This is an optimization exercise on Yosys and OpenROAD, whose aim is small area, a short achievable clock period and few clock cycles per item, not a production implementation.
Only simulation tests tie the RTL to the original design; equivalence was not proved.
Power figures rest on the tool's default switching activity, not on a simulated workload.

===== flow/run.sh =====
#!/bin/bash
# synth_recipe.tcl (not shown) runs the flow's synth.tcl, then flattens the netlist and writes it again
# the make line also repeats each setting of config.mk as NAME=value (left out here)
make -C /OpenROAD-flow-scripts/flow DESIGN_CONFIG=/design/flow/config.mk WORK_HOME=/design/flow/orfs CLKGATE_MAP_FILE= SYNTH_SCRIPT=/design/flow/synth_recipe.tcl finish

===== flow/config.mk =====
export PLATFORM = sky130hd
export DESIGN_NAME = hierarchical_bitmap_find_first
export DESIGN_NICKNAME = hierarchical_bitmap_find_first
export VERILOG_FILES = /design/flow/design.v
export SDC_FILE = /design/flow/constraint.sdc
export NUM_CORES = 4
export LEC_CHECK = 0
export CAP_MARGIN = 20
export CORE_MARGIN = 2
export CORE_UTILIZATION = 30
export PLACE_DENSITY = 0.4
export SLEW_MARGIN = 20
export SYNTH_MEMORY_MAX_BITS = 8192

===== flow/constraint.sdc =====
create_clock -name core_clock -period 10.0 [get_ports {clk}]
set_input_delay 2.0000 -clock core_clock [delete_from_list [all_inputs] [get_ports {clk}]]
set_output_delay 2.0000 -clock core_clock [all_outputs]
set_load 0.01 [all_outputs]

===== flow/design.v =====
`timescale 1ns / 1ps
`default_nettype none
package hbff_pkg;
  localparam int WORD_LOG2  = 4;
  localparam int WORD_BITS  = 1 << WORD_LOG2;
  localparam int MAP_LOG2   = 12;
  localparam int SPAN_LOG2  = MAP_LOG2 - WORD_LOG2;
  localparam int LEAF_AW    = SPAN_LOG2;
  localparam int LEAF_COUNT = 1 << LEAF_AW;
  localparam int MID_AW     = SPAN_LOG2 - WORD_LOG2;
  localparam int MID_COUNT  = 1 << MID_AW;
  localparam int TOP_ACT    = SPAN_LOG2 % WORD_LOG2;
  typedef logic [WORD_BITS-1:0]  word_t;
  typedef logic [WORD_LOG2-1:0]  bitpos_t;
  typedef logic [MAP_LOG2-1:0]   pos_t;
  typedef logic [LEAF_AW-1:0]    leaf_addr_t;
  typedef logic [MID_AW-1:0]     mid_addr_t;
  typedef logic [2:0]            op_t;
  localparam word_t TOP_FILL = (TOP_ACT == 0) ? '1 :
                               word_t'((1 << (1 << TOP_ACT)) - 1);
  localparam op_t OP_GET  = 3'd0;
  localparam op_t OP_SET  = 3'd1;
  localparam op_t OP_FIND = 3'd2;
  localparam op_t OP_POP  = 3'd3;
  localparam op_t OP_FILL = 3'd4;
  typedef enum logic [2:0] {
    ST_IDLE,
    ST_TOP,
    ST_MID,
    ST_LEAF,
    ST_UP,
    ST_FILL,
    ST_DONE
  } state_t;
  typedef struct packed {
    logic accept;
    logic top_step;
    logic mid_step;
    logic leaf_step;
    logic leaf_get;
    logic leaf_find;
    logic leaf_write;
    logic up_step;
    logic fill_step;
    logic load_out;
  } cmd_t;
  typedef struct packed {
    op_t  in_op;
    op_t  op_q;
    logic top_zero;
  } status_t;
  function automatic bitpos_t tz(word_t w);
    bitpos_t n;
    n = '0;
    for (int i = WORD_BITS - 1; i >= 0; i--) begin
      if (w[i]) n = i[WORD_LOG2-1:0];
    end
    tz = n;
  endfunction
  function automatic word_t put_bit(word_t w, bitpos_t sel, logic b);
    word_t one;
    one = {{(WORD_BITS-1){1'b0}}, 1'b1} << sel;
    put_bit = b ? (w | one) : (w & ~one);
  endfunction
endpackage
`default_nettype wire
`timescale 1ns / 1ps
`default_nettype none
module hbff_ram #(
  parameter int WIDTH = 16,
  parameter int DEPTH = 256
) (
  input  logic                     clk,
  input  logic                     we,
  input  logic [$clog2(DEPTH)-1:0] waddr,
  input  logic [WIDTH-1:0]         wdata,
  input  logic [$clog2(DEPTH)-1:0] raddr,
  output logic [WIDTH-1:0]         rdata
);
  logic [WIDTH-1:0] mem [DEPTH];
  always_ff @(posedge clk) begin
    if (we) mem[waddr] <= wdata;
    rdata <= mem[raddr];
  end
endmodule
`default_nettype wire
`timescale 1ns / 1ps
`default_nettype none
module hbff_ctrl (
  input  logic             clk,
  input  logic             rst,
  input  logic             req_valid,
  output logic             req_ready,
  output logic             rsp_valid,
  input  logic             rsp_ready,
  input  hbff_pkg::status_t status,
  output hbff_pkg::cmd_t    cmd
);
  hbff_pkg::state_t state;
  hbff_pkg::state_t state_next;
  always_ff @(posedge clk) begin
    if (rst) begin
      state     <= hbff_pkg::ST_IDLE;
      rsp_valid <= 1'b0;
    end else begin
      state <= state_next;
      if (cmd.load_out) rsp_valid <= 1'b1;
      else if (rsp_ready) rsp_valid <= 1'b0;
    end
  end
  assign req_ready = (state == hbff_pkg::ST_IDLE);
  always_comb begin
    state_next = state;
    cmd        = '0;
    case (state)
      hbff_pkg::ST_IDLE: begin
        if (req_valid) begin
          cmd.accept = 1'b1;
          case (status.in_op)
            hbff_pkg::OP_GET, hbff_pkg::OP_SET:  state_next = hbff_pkg::ST_LEAF;
            hbff_pkg::OP_FIND, hbff_pkg::OP_POP: state_next = hbff_pkg::ST_TOP;
            hbff_pkg::OP_FILL:         state_next = hbff_pkg::ST_FILL;
            default:         state_next = hbff_pkg::ST_DONE;
          endcase
        end
      end
      hbff_pkg::ST_TOP: begin
        cmd.top_step = 1'b1;
        state_next   = status.top_zero ? hbff_pkg::ST_DONE : hbff_pkg::ST_MID;
      end
      hbff_pkg::ST_MID: begin
        cmd.mid_step = 1'b1;
        state_next   = hbff_pkg::ST_LEAF;
      end
      hbff_pkg::ST_LEAF: begin
        cmd.leaf_step = 1'b1;
        state_next    = hbff_pkg::ST_DONE;
        case (status.op_q)
          hbff_pkg::OP_GET: cmd.leaf_get = 1'b1;
          hbff_pkg::OP_SET: begin
            cmd.leaf_write = 1'b1;
            state_next     = hbff_pkg::ST_UP;
          end
          hbff_pkg::OP_FIND: cmd.leaf_find = 1'b1;
          hbff_pkg::OP_POP: begin
            cmd.leaf_find  = 1'b1;
            cmd.leaf_write = 1'b1;
            state_next     = hbff_pkg::ST_UP;
          end
          default: ;
        endcase
      end
      hbff_pkg::ST_UP: begin
        cmd.up_step = 1'b1;
        state_next  = hbff_pkg::ST_DONE;
      end
      hbff_pkg::ST_FILL: begin
        cmd.fill_step = 1'b1;
        state_next    = hbff_pkg::ST_DONE;
      end
      hbff_pkg::ST_DONE: begin
        if (!rsp_valid || rsp_ready) begin
          cmd.load_out = 1'b1;
          state_next   = hbff_pkg::ST_IDLE;
        end
      end
      default: state_next = hbff_pkg::ST_IDLE;
    endcase
  end
endmodule
`default_nettype wire
`timescale 1ns / 1ps
`default_nettype none
module hbff_dp (
  input  logic              clk,
  input  logic              rst,
  input  hbff_pkg::cmd_t    cmd,
  output hbff_pkg::status_t status,
  input  logic [2:0]        in_op,
  input  logic [11:0]       in_index,
  input  logic              in_value,
  output logic              rsp_bit_state,
  output logic [11:0]       rsp_first_index,
  output logic              rsp_is_empty
);
  hbff_pkg::op_t    op_q;
  logic   value_q;
  hbff_pkg::pos_t   pos;
  logic   res_bit;
  logic   res_empty;
  logic   carry;
  logic   fill;
  logic [hbff_pkg::LEAF_COUNT-1:0] leaf_valid;
  hbff_pkg::word_t  mid_words [hbff_pkg::MID_COUNT];
  hbff_pkg::word_t  top_word;
  hbff_pkg::mid_addr_t  top_sel;
  hbff_pkg::bitpos_t    mid_sel;
  hbff_pkg::leaf_addr_t leaf_addr;
  hbff_pkg::leaf_addr_t raddr;
  hbff_pkg::word_t      rdata;
  hbff_pkg::word_t      mid_word;
  hbff_pkg::word_t      leaf_word;
  hbff_pkg::bitpos_t    leaf_sel;
  hbff_pkg::word_t      leaf_new;
  hbff_pkg::word_t      mid_new;
  assign top_sel   = pos[hbff_pkg::MAP_LOG2-1 -: hbff_pkg::MID_AW];
  assign mid_sel   = pos[hbff_pkg::LEAF_AW-1 -: hbff_pkg::WORD_LOG2];
  assign leaf_addr = pos[hbff_pkg::MAP_LOG2-1 -: hbff_pkg::LEAF_AW];
  assign mid_word  = mid_words[top_sel];
  always_comb begin
    if (cmd.accept) raddr = in_index[hbff_pkg::MAP_LOG2-1 -: hbff_pkg::LEAF_AW];
    else if (cmd.mid_step) raddr = {top_sel, hbff_pkg::tz(mid_word)};
    else raddr = leaf_addr;
  end
  hbff_ram #(
    .WIDTH (hbff_pkg::WORD_BITS),
    .DEPTH (hbff_pkg::LEAF_COUNT)
  ) u_leaf_ram (
    .clk   (clk),
    .we    (cmd.leaf_step && cmd.leaf_write),
    .waddr (leaf_addr),
    .wdata (leaf_new),
    .raddr (raddr),
    .rdata (rdata)
  );
  assign leaf_word = leaf_valid[leaf_addr] ? rdata : {hbff_pkg::WORD_BITS{fill}};
  assign leaf_sel  = cmd.leaf_find ? hbff_pkg::tz(leaf_word) : pos[hbff_pkg::WORD_LOG2-1:0];
  assign leaf_new  = hbff_pkg::put_bit(leaf_word, leaf_sel, cmd.leaf_find ? 1'b0 : value_q);
  assign mid_new   = hbff_pkg::put_bit(mid_word, mid_sel, carry);
  assign status.in_op    = in_op;
  assign status.op_q     = op_q;
  assign status.top_zero = (top_word == '0);
  always_ff @(posedge clk) begin
    if (rst) begin
      leaf_valid <= '0;
      fill       <= 1'b0;
      top_word   <= '0;
      for (int i = 0; i < hbff_pkg::MID_COUNT; i++) mid_words[i] <= '0;
    end else if (cmd.fill_step) begin
      leaf_valid <= '0;
      fill       <= value_q;
      top_word   <= value_q ? hbff_pkg::TOP_FILL : '0;
      for (int i = 0; i < hbff_pkg::MID_COUNT; i++) mid_words[i] <= {hbff_pkg::WORD_BITS{value_q}};
    end else begin
      if (cmd.leaf_step && cmd.leaf_write) leaf_valid[leaf_addr] <= 1'b1;
      if (cmd.up_step) begin
        mid_words[top_sel] <= mid_new;
        top_word[top_sel]  <= (mid_new != '0);
      end
    end
  end
  always_ff @(posedge clk) begin
    if (cmd.accept) begin
      op_q      <= in_op;
      value_q   <= in_value;
      pos       <= in_index;
      res_bit   <= 1'b0;
      res_empty <= 1'b0;
    end
    if (cmd.top_step) begin
      if (top_word == '0) res_empty <= 1'b1;
      else pos[hbff_pkg::MAP_LOG2-1 -: hbff_pkg::MID_AW] <= hbff_pkg::tz(top_word);
    end
    if (cmd.mid_step) pos[hbff_pkg::LEAF_AW-1 -: hbff_pkg::WORD_LOG2] <= hbff_pkg::tz(mid_word);
    if (cmd.leaf_step) begin
      if (cmd.leaf_find) pos[hbff_pkg::WORD_LOG2-1:0] <= leaf_sel;
      if (cmd.leaf_get) res_bit <= leaf_word[pos[hbff_pkg::WORD_LOG2-1:0]];
      carry <= (leaf_new != '0);
    end
  end
  always_ff @(posedge clk) begin
    if (cmd.load_out) begin
      rsp_bit_state   <= res_bit;
      rsp_is_empty    <= res_empty;
      rsp_first_index <= ((op_q == hbff_pkg::OP_FIND || op_q == hbff_pkg::OP_POP) && !res_empty) ? pos : '0;
    end
  end
endmodule
`default_nettype wire
`timescale 1ns / 1ps
`default_nettype none
module hierarchical_bitmap_find_first (
  input  logic        clk,
  input  logic        rst,
  input  logic        req_valid,
  output logic        req_ready,
  input  logic [2:0]  req_op,
  input  logic [11:0] req_index,
  input  logic        req_value,
  output logic        rsp_valid,
  input  logic        rsp_ready,
  output logic        rsp_bit_state,
  output logic [11:0] rsp_first_index,
  output logic        rsp_is_empty
);
  hbff_pkg::cmd_t    cmd;
  hbff_pkg::status_t status;
  hbff_ctrl u_ctrl (
    .clk       (clk),
    .rst       (rst),
    .req_valid (req_valid),
    .req_ready (req_ready),
    .rsp_valid (rsp_valid),
    .rsp_ready (rsp_ready),
    .status    (status),
    .cmd       (cmd)
  );
  hbff_dp u_dp (
    .clk             (clk),
    .rst             (rst),
    .cmd             (cmd),
    .status          (status),
    .in_op           (req_op),
    .in_index        (req_index),
    .in_value        (req_value),
    .rsp_bit_state   (rsp_bit_state),
    .rsp_first_index (rsp_first_index),
    .rsp_is_empty    (rsp_is_empty)
  );
endmodule
`default_nettype wire

==> notes.md, run 1 <==
Worst Hold Slack - 457 ps
P per Cell Area - 321 nW/um^2
R2R Path End - u_dp.u_leaf_ram.rdata[15]
Worst Skew - 76.2 ps
Antenna Nets Post-Route - 0
Die Width - 793 um
Switching share of power - 0.408
Psw - 28.6 mW
Post-synth top flop - edfxtp_1
Average cell area after synthesis - 13.9 um^2
Layout cells sized above 1 - 0.144
Worst setup path startpoint - u_ctrl.state[0]
Stages on worst setup path - 17
Die height - 793 um
Max-cap violations - 0
Drt initial violations - 14200
Combinational Power Share - 0.368
Initial Utilization - 0.301
Worst IR drop on VDD - 441 uV
FP Rows - 289
Largest net degree at the start of global routing - 237
Post-synth top cells - 4375 x edfxtp_1, 2680 x nand2_1, 872 x a21oi_1, 713 x nand3_1, 691 x nor2_1
Worst Reg-to-Reg Cells - 17
Detailed placement HPWL - 453000 um
Setup violators final - 0
FMAX - 123 MHz
Synth unique cells - 89
Reg power frac - 0.360
Critical-path cell list - nor3_1, nand2_1, inv_1, buf_4, a21oi_1, inv_1, o22ai_1, nor2_4, buf_4, buf_4, nand2_1, nand3_1, a21oi_1, o21ai_0, o2111ai_1, nor2_1, nor4bb_1
Crit Reg-Reg Startpoint - u_ctrl.state[0]
Crit Path Class - reg -> reg
Hold Crit Class - reg -> reg
Syn_nets - 13500
Post-synthesis sequential area ratio - 0.736
CP peak stage delay - 950 ps
Post-synthesis cell count - 13400
Int Power - 41.4 mW
Ys async rst share - 0
Worst Path Arrival - 9120 ps
P&R area growth vs syn - 16.7%
Die ar. - 629000 um^2
CP required - 10980 ps
Via count - 121000
Root Buffer - clkbuf_16
CTS resizes - 0
Total track usage - 0.231
I/O pins - 36
Vias per cell - 5.38
WHS Path Cells - 2
R2r setup slk - 1860 ps
RSZ-0062 raised after global routing - false
CP startpoint kind - flip-flop
Delay-heaviest family, CP - simple AND/OR/NAND/NOR gates
Synth top area share - 0.703
Port bufs - 35
WL final - 747000 um
Placed cell count - 21600
Critical path endpoint category - flip-flop
Clock sink total - 4678
Post-route setup TNS - 0 ps
Status - complete, no violations
Ys Warns - 3
Clk slew on worst S/H paths - 60 ps
Wire per inst - 33.2 um
H-tree Lvls - 6
TritonCTS clock tree - built
Initial antenna violation count - 61
Most frequent CP cell - buf_4
Postcts setup bufs - 0
Clock share of power - 0.272
Critical path buffers and inverters - 5
Post-route DRC - 0
Clock Tree Buf Depth - 4
Final-stage net count - 13800
Post-synth EDFFs - 4375
Headroom to the max-slew limit - 0.143
Final worst-path cycle share - 0.814
Total grt overflow - 0
Pins Over Slew Limit - 0
CTS buffer count - 541
Fin. Hold Viols - 0
Crit path time final - 8140 ps
Clock latency on the worst-skew pair - 1120 ps
Worst slew pin tran - 1270 ps
DR pass1 iterations - 5
#FFs+latches synth - 4678
First-pass GRT wire length - 1020000 um
CP max FO - 51
Global placer's final weighted congestion - 0.844
Post-route insts no fill - 22500
Most common cell in the netlist - edfxtp_1
CP max-delay cell - nor3_1
# hold bufs at CTS - 0
Via count of the first global-routing pass - 115000
LEAKAGE - 72.8 nW
Post-synthesis instance area - 187000 um^2
Largest cells by area after synthesis - edfxtp_1 70%, nand2_1 5.4%, mux2i_1 3.5%
Crit path capture - u_dp.u_leaf_ram.rdata[15]
Leading area contributor after synthesis - edfxtp_1
Core ar. - 620000 um^2
## per-layer routing
layer	vias to the layer above	track usage	share of wire
li1	51600	-	-
met1	64500	0.346	0.46
met2	4445	0.352	0.45
met3	791	0.0337	0.066
met4	16	0.0527	0.024
met5	-	0	0.00014
## power groups by stage
stage / combinational, mW / clock (mW) / sequential, mW
after floorplan: 12.8 / 0 / 26.6
after global placement: 25.8 / 0 / 25.6
after detailed placement: 25.8 / 0 / 25.6
after CTS: 25.9 / 19.4 / 25.2
after global routing: 27.0 / 20.1 / 25.2
final: 25.8 / 19.1 / 25.2
## stage by stage
| stage | utilization | instance area [um^2] | power, mW | setup WS [ps] |
|---|---|---|---|---|
| 2_1_floorplan | - | 187000 | 39.4 | -1840 |
| 3_3_place_gp | 0.324 | 201000 | 51.3 | 614 |
| 3_5_place_dp | 0.325 | 201000 | 51.4 | 1100 |
| 4_1_cts | 0.352 | 218000 | 70.4 | 1820 |
| 5_1_grt | 0.352 | 218000 | 72.3 | 1660 |
| 6_report | 0.352 | 218000 | 70.0 | 1860 |
## final cells by class
class                      count  area (um^2)
sequential                  4678       137000
multi-input combinational   7813        46900
fill                       60300       402000
antenna                       26         65.1
clock buffer                 704        14400
inverter                      21         78.8
clock inverter               256         2170
tap                         8293        10400
timing repair buffer         746         6610
## placed cells by master (no fill, tap or decap), drive strengths merged, types with 303 or more instances in the layout
cell / n
o21ai: 429
edfxtp: 4375
nand2: 2683
clkbuf: 704
buf: 711
mux2i: 648
a21oi: 874
nand3: 713
dfxtp: 303
nor2: 694
## state kept, by name, indices dropped and copies added (netlist names)
register and flops:
u_dp.u_leaf_ram.mem 4096, u_dp.leaf_valid 256, u_dp.mid_words 256, u_dp.top_word 16
u_dp.u_leaf_ram.rdata 16, u_dp.pos 12, u_dp.rsp_first_index 12, u_ctrl.state 3
u_dp.op_q 3, u_ctrl.rsp_valid 1, u_dp.carry 1, u_dp.fill 1
u_dp.res_bit 1, u_dp.res_empty 1, u_dp.rsp_bit_state 1, u_dp.rsp_is_empty 1
u_dp.value_q 1
## cells by family (layout without fill, tap and decap cells)
| family | count (synthesis) | in the layout | share of synthesized area |
|---|---|---|---|
| adders and majority gates | 12 | 12 | 0.000804 |
| muxes | 853 | 853 | 0.0585 |
| xor gates and xnor gates | 6 | 6 | 0.000281 |
| AOI/OAI and AO/OA | 2233 | 2233 | 0.0724 |
| DFF | 4678 | 4678 | 0.736 |
| buffers and inverters | 935 | 1727 | 0.0242 |
| other | 0 | 26 | 0 |
| and+or+nand+nor | 4709 | 4709 | 0.108 |
## worst reg2reg max path: stages, from the launching register on
cell and delay, ps:
dfxtp_1 540, nor3_1 950, nand2_1 810, inv_1 210, buf_4 370, a21oi_1 160, inv_1 130, o22ai_1 200
nor2_4 840, buf_4 590, buf_4 680, nand2_1 160, nand3_1 120, a21oi_1 60, o21ai_0 880, o2111ai_1 230
nor2_1 800, nor4bb_1 300
## how the worst min path moves through the flow
stage / start / to / slack [ps]
3_3_place_gp: u_dp.leaf_valid[227] / u_dp.leaf_valid[227] / 440
2_1_floorplan: u_dp.res_bit / u_dp.rsp_bit_state / 410
5_1_grt: u_dp.leaf_valid[131] / u_dp.leaf_valid[131] / 480
6_report: u_dp.leaf_valid[78] / u_dp.leaf_valid[78] / 460
4_1_cts: u_dp.leaf_valid[74] / u_dp.leaf_valid[74] / 460
3_5_place_dp: u_dp.leaf_valid[74] / u_dp.leaf_valid[74] / 450
Testbench counts, summed over its fixed seeds: cycles 107,024, items 24,000.
==> run 2: changes to the inputs <==
--- a/flow/config.mk
+++ b/flow/config.mk
@@ -8,6 +8,8 @@
 export CAP_MARGIN = 20
 export CORE_MARGIN = 2
 export CORE_UTILIZATION = 30
+export GPL_TIMING_DRIVEN = 1
 export PLACE_DENSITY = 0.4
+export SETUP_SLACK_MARGIN = 4
 export SLEW_MARGIN = 20
 export SYNTH_MEMORY_MAX_BITS = 8192
==> run 2 against run 1 <==
Synthesized area unchanged. Largest power group unchanged. Still clean on timing, DRC and antenna. Via count up 1.6%. Final area up 2.0%. Sequential power about the same. Maximum frequency up 33%. Power up 4.6%. Clock power about the same. Register-to-register slack better by 2000 ps. Critical path depth unchanged. Sequential share of layout area down 1.2 points.
==> notes.md, run 2 <==
Ys async rst share - 0
Post-synthesis sequential area ratio - 0.736
Core ar. - 620000 um^2
Synth top area share - 0.703
Post-synthesis instance area - 187000 um^2
Critical path endpoint category - flip-flop
Vias per cell - 5.43
H-tree Lvls - 6
Headroom to the max-slew limit - 0.122
Clock Tree Buf Depth - 4
Worst slew pin tran - 1320 ps
CP startpoint kind - flip-flop
Max-cap violations - 0
Wire per inst - 34.6 um
Synth unique cells - 89
Placed cell count - 21500
Port bufs - 35
Die Width - 793 um
R2R Path End - u_dp.u_leaf_ram.rdata[0]
CTS buffer count - 544
Largest reg by FF count - u_dp.u_leaf_ram.mem
CP required - 10920 ps
Post-synth top flop - edfxtp_1
Via count of the first global-routing pass - 115000
Syn_nets - 13500
Largest net degree at the start of global routing - 157
P per Cell Area - 330 nW/um^2
R2r setup slk - 3870 ps
Clock latency on the worst-skew pair - 1130 ps
TritonCTS clock tree - built
Pins Over Slew Limit - 0
CP max FO - 15
Status - complete, no violations
Die height - 793 um
Fin area - 222000 um^2
First-pass GRT wire length - 1050000 um
Crit Path Class - reg -> reg
Post-synthesis cell count - 13400
RSZ-0062 raised after global routing - true
#FFs+latches synth - 4678
Fin util - 0.359
Root Buffer - clkbuf_16
Most frequent cells in the layout - 4375 x edfxtp_1, 2642 x nand2_1, 849 x a21oi_1
Global placer's final weighted congestion - 0.846
Pwr Total - 73.3 mW
Crit path capture - u_dp.u_leaf_ram.rdata[0]
Clk slew on worst S/H paths - 60 ps
Detailed placement HPWL - 463000 um
Hold Crit Class - reg -> reg
Multi-input logic area - 47900 um^2
Biggest regs - u_dp.u_leaf_ram.mem x4096, u_dp.leaf_valid x256, u_dp.mid_words x256
Crit path time final - 6130 ps
Antenna Nets Post-Route - 0
Layout cells sized above 1 - 0.163
Worst IR drop on VDD - 461 uV
Drt initial violations - 15300
Post-route setup TNS - 0 ps
Worst Hold Slack - 446 ps
Post-route DRC - 0
LEAKAGE - 74.6 nW
Total track usage - 0.240
Post-synth top cells - 4375 x edfxtp_1, 2680 x nand2_1, 872 x a21oi_1, 713 x nand3_1, 691 x nor2_1
Ys Warns - 3
Setup violators final - 0
Die ar. - 629000 um^2
Final WS setup - 3870 ps
Leading area contributor after synthesis - edfxtp_1
I/O pins - 36
Clock sink total - 4678
Worst Skew - 89.1 ps
FMAX - 163 MHz
Setup WS pre-CTS - 1280 ps
Crit Reg-Reg Startpoint - u_dp.pos[9]
Final worst-path cycle share - 0.613
Post-synth EDFFs - 4375
Initial antenna violation count - 62
WL final - 787000 um
Total grt overflow - 0
Register area - 137000 um^2
Worst setup path startpoint - u_dp.pos[9]
Commonest non-fill, non-tap cell in the layout - edfxtp_1
Initial Utilization - 0.301
Final-stage net count - 14000
Worst Reg-to-Reg Cells - 17
# hold bufs at CTS - 0
Average cell area after synthesis - 13.9 um^2
Max reg flops - 4096
Via count - 123000
Fin. Hold Viols - 0
Most common cell in the netlist - edfxtp_1
Largest cells by area after synthesis - edfxtp_1 70%, nand2_1 5.4%, mux2i_1 3.5%
FP Rows - 289
Fillers - 59700
Post-route insts no fill - 22700
P&R area growth vs syn - 19.0%
Worst Path Arrival - 7060 ps
Post-DP Area - 201000 um^2
DR pass1 iterations - 5
==> run 2: changes by cell type in the layout (fill, tap and decap cells not counted), sizes merged, moves of 2 or more <==
| cell | previous run | this run |
|---|---|---|
| buf | 711 | 845 |
| bufbuf | 0 | 10 |
| bufinv | 18 | 21 |
| clkinv | 207 | 226 |
| diode | 26 | 28 |
| inv | 49 | 42 |
| clkinvlp | 3 | 11 |
| clkbuf | 704 | 707 |
| nand2 | 2683 | 2688 |
==> run 2: repair_timing <==
action / CTS / global route
pin swaps: 29 / 33
setup endpoints to repair: 3406 / 578
gates cloned: 18 / 14
setup buffers: 82 / 61
endpoints found under the hold margin: 0 / 0
resized for setup: 209 / 106
==> run 2: worst max-delay path, cell delays in order, from the launching register on <==
cell and delay (ps):
dfxtp_4 410, buf_8 200, mux4_2 570, mux4_2 530, nor2_2 260, o2111a_2 350
o211ai_1 120, buf_4 170, buf_4 140, a21o_4 340, buf_12 230, nand2_1 490
buf_4 440, o32ai_1 160, nor4_2 490, nand4_1 530, o21ai_0 390, nor3_1 80
==> run 2: report_power, final <==
group	switching [mW]	internal, mW	leakage, nW
Clock	8.55	10.9	8.27
Sequential	0.308	24.9	42.8
Combinational	21.5	7.15	23.5
Total	30.4	42.9	74.6
==> run 2: metal layers <==
| layer | GRT usage | routed length (um) |
|---|---|---|
| met1 | 0.335 | 337000 |
| met2 | 0.382 | 362000 |
| met3 | 0.0394 | 56500 |
| met4 | 0.0804 | 31200 |
| met5 | 0 | 103 |
==> run 2: kinds of logic (layout without fill, tap and decap cells) <==
logic type               count (synthesis)  after routing  share of synthesized area
multiplexers                           853            853                     0.0585
AO/OA/AOI/OAI                         2233           2236                     0.0724
XOR/XNOR                                 6              6                   0.000281
adder cells (fa/ha/maj)                 12             12                   0.000804
other                                    0             28                          0
AND/OR/NAND/NOR                       4709           4714                      0.108
buffers and inverters                  935           1897                     0.0242
flip-flops                            4678           4678                      0.736
==> run 2: worst min path at each step <==
| stage | start | end | slack (ps) | cells past startpoint |
|---|---|---|---|---|
| CTS | u_dp.fill | u_dp.fill | 440 | 2 |
| global placement | u_dp.fill | u_dp.fill | 430 | 2 |
| finish | u_dp.fill | u_dp.fill | 450 | 2 |
| global route | u_dp.leaf_valid[190] | u_dp.leaf_valid[190] | 470 | 2 |
| detailed placement | u_dp.fill | u_dp.fill | 440 | 2 |
| floorplan | u_dp.res_bit | u_dp.rsp_bit_state | 410 | 0 |
==> run 2: layout make-up <==
type	instances	share of cell area
flip-flops and latches	4678	0.618
multi-input cells	7821	0.216
clock buffers	693	0.0650
well taps	8293	0.0467
repair buffers	904	0.0415
clock inverters	279	0.0120
inverters	21	0.000383
diodes	28	0.000315
==> run 3: changes to the inputs <==
--- a/flow/config.mk
+++ b/flow/config.mk
@@ -10,6 +10,6 @@
 export CORE_UTILIZATION = 30
 export GPL_TIMING_DRIVEN = 1
 export PLACE_DENSITY = 0.4
-export SETUP_SLACK_MARGIN = 4
+export SETUP_SLACK_MARGIN = 2
 export SLEW_MARGIN = 20
 export SYNTH_MEMORY_MAX_BITS = 8192
==> run 3 against run 2 <==
Clock power barely moved. Final area is 1.8% lower. Register-to-register slack got worse by 1700 ps. Largest cell class unchanged. Critical path type unchanged. Critical endpoint is now u_dp.u_leaf_ram.rdata[14].
==> notes.md, run 3 <==
Vias per cell - 5.39
Via count - 121000
P per Cell Area - 322 nW/um^2
Die Width - 793 um
RSZ-0062 raised after global routing - true
Headroom to the max-slew limit - 0.127
Mux cell area share after synthesis - 0.0585
Worst Reg-to-Reg Cells - 16
CP startpoint kind - flip-flop
Pins Over Slew Limit - 0
LEAKAGE - 72.9 nW
First-pass GRT wire length - 1020000 um
Global route hottest layer - met2
Post-synth top cells - 4375 x edfxtp_1, 2680 x nand2_1, 872 x a21oi_1, 713 x nand3_1, 691 x nor2_1
Status - complete, no violations
Total track usage - 0.232
Crit Path Class - reg -> reg
Layout cells sized above 1 - 0.144
Clock Tree Buf Depth - 4
Initial Utilization - 0.301
TritonCTS clock tree - built
#FFs+latches synth - 4678
Synth top area share - 0.703
Initial antenna violation count - 64
Post-DP Area - 202000 um^2
Most common cell in the netlist - edfxtp_1
Wire per inst - 33.4 um
DR pass1 iterations - 6
Worst IR drop on VDD - 634 uV
Compound-cell area share of the yosys netlist - 0.0724
Fraction of the mapped netlist area in simple logic gates - 0.108
Xor/xnor share of the synthesized area - 0.000281
Total grt overflow - 0
Clock sink total - 4678
Antenna Nets Post-Route - 0
Post-synthesis sequential area ratio - 0.736
Biggest regs - u_dp.u_leaf_ram.mem x4096, u_dp.leaf_valid x256, u_dp.mid_words x256
I/O pins - 36
Core ar. - 620000 um^2
Fin. Hold Viols - 0
Hold Crit Class - reg -> reg
Fin area - 218000 um^2
Port bufs - 35
# hold bufs at CTS - 0
Max reg flops - 4096
Final worst-path cycle share - 0.787
Worst Skew - 100 ps
Largest family of logic cells by synthesized area - simple AND/OR/NAND/NOR gates
Met3 Track Usage GR - 0.0316
Average cell area after synthesis - 13.9 um^2
Setup violators final - 0
WL final - 753000 um
Die ar. - 629000 um^2
Crit path time final - 7870 ps
Worst Path Arrival - 8840 ps
Most frequent cells in the layout - 4375 x edfxtp_1, 2661 x nand2_1, 866 x a21oi_1
Largest cells by area after synthesis - edfxtp_1 70%, nand2_1 5.4%, mux2i_1 3.5%
Max-cap violations - 0
GR Util met2 - 0.357
Drt initial violations - 14000
CP required - 10960 ps
Largest net degree at the start of global routing - 195
Via count of the first global-routing pass - 114000
Post-synthesis instance area - 187000 um^2
FP Rows - 289
Post-route setup TNS - 0 ps
Worst slew pin tran - 1300 ps
H-tree Lvls - 6
FMAX - 127 MHz
Syn_nets - 13500
Synth Area in Adders - 0.000804
Detailed placement HPWL - 457000 um
Global placer's final weighted congestion - 0.844
Clk slew on worst S/H paths - 60 ps
P&R area growth vs syn - 16.9%
Critical path endpoint category - flip-flop
Post-route DRC - 0
Post-synth EDFFs - 4375
Fin util - 0.352
Die height - 793 um
Commonest non-fill, non-tap cell in the layout - edfxtp_1
CTS buffer count - 544
Ys Warns - 3
Leading area contributor after synthesis - edfxtp_1
Ys async rst share - 0
Largest reg by FF count - u_dp.u_leaf_ram.mem
CP max FO - 39
Synth unique cells - 89
Post-synthesis cell count - 13400
Clock latency on the worst-skew pair - 1120 ps
Final-stage net count - 13800
WHS Path Cells - 2
Root Buffer - clkbuf_16
Routing usage on met1 - 0.349
Post-synth top flop - edfxtp_1
## run 3: cell counts after synthesis
No cell type changed its count.
## run 3: power by group
part | internal (mW) | switching [mW]
logic | 5.98 | 20.0
clock network | 10.8 | 8.38
registers | 24.9 | 0.323
## run 3: path summary, 6_finish.rpt
kind                                            from                        end  slack (ps)
worst max-delay path                     u_dp.pos[8]  u_dp.u_leaf_ram.rdata[14]        2130
worst min-delay path            u_dp.leaf_valid[210]       u_dp.leaf_valid[210]         460
worst max register to register           u_dp.pos[8]  u_dp.u_leaf_ram.rdata[14]        2130
worst min register to register  u_dp.leaf_valid[210]       u_dp.leaf_valid[210]         460
## run 3: per-layer routing
layer / part of all wire / routed length, um
met4: 0.023 / 16900
met2: 0.45 / 338000
met3: 0.065 / 48800
met1: 0.46 / 349000
met5: 0.000090 / 68
## run 3: logic make-up after synthesis
| logic type | Yosys count |
|---|---|
| and+or+nand+nor | 4709 |
| DFF | 4678 |
| AOI/OAI and AO/OA | 2233 |
| buffers and inverters | 935 |
| muxes | 853 |
| adders and majority gates | 12 |
| xor gates and xnor gates | 6 |
## run 3: through the flow
stage | cells | total power [mW] | hold WS [ps] | setup slack [ps]
final | 22500 | 70.3 | 459 | 2130
after global routing | 22500 | 72.5 | 484 | 1950
after CTS | 22500 | 70.7 | 465 | 2010
after detailed placement | 21500 | 51.6 | 450 | 1720
after global placement | 21500 | 51.5 | 443 | 1010
after floorplan | 13400 | 39.2 | 408 | -1840
## run 3: layout make-up
| class | count | area, um^2 |
|---|---|---|
| Multi-Input combinational cell | 7813 | 46900 |
| Fill cell | 60000 | 401000 |
| Sequential cell | 4678 | 137000 |
| Timing Repair Buffer | 742 | 6820 |
| Inverter | 21 | 78.8 |
| Tap cell | 8293 | 10400 |
| Clock inverter | 234 | 1840 |
| Antenna cell | 31 | 77.6 |
| Clock buffer | 719 | 14800 |
## run 3: critical path: stages (launching register included)
cell,delay (ps)
dfxtp_4,870
buf_12,350
mux4_2,540
a22o_1,280
a221o_1,320
nor4_2,680
o211ai_1,410
a21o_4,580
buf_4,380
nand2_1,730
buf_4,320
a31o_2,120
a31oi_1,40
a32oi_1,490
nand4_1,320
nand4bb_1,760
nor3_1,340
## run 3: timing repair
item | 4_1_cts | 5_1_grt
endpoints found under the setup margin | 0 | 3
setup buffers | 0 | 3
gates resized for setup | 0 | 1

==> separate check: timing with driven ports <==
The results above use ideal ports. As a check the final layouts listed here were re-extracted and re-timed, cells and wires unchanged.
Step 1 assumes that a clkbuf_16 drives the clock port and a buf_2 every other input.
Step 2 adds t to the input delays and takes it off the output delays; t is the mean of the earliest and latest rising clock arrival at the registers after step 1. Input paths then give back, and output paths get back, about the clock's delay inside the block.
Slacks: ideal / step 1 / step 2; pairs: ideal / step 1.
| run | t, ns | slack for setup (ns) | slew at the worst register clock pin (ns) | worst data-port slew with drivers (ns) | cell pins on the clock port's net |
|---|---|---|---|---|---|
| run 1 | 1.202 | 1.863 / 1.863 / 0.849 | 0.06 / 0.06 | 0.15 | 1 |
| run 2 | 1.220 | 3.866 / 3.866 / 2.896 | 0.07 / 0.07 | 0.04 | 1 |
| run 3 | 1.196 | 2.127 / 2.127 / 1.484 | 0.06 / 0.06 | 0.04 | 1 |
After both steps setup and hold are still met in every run listed. For run 1, which loses most, drivers alone change the setup slack by 0.000 ns; drivers and shift together by -1.014 ns.
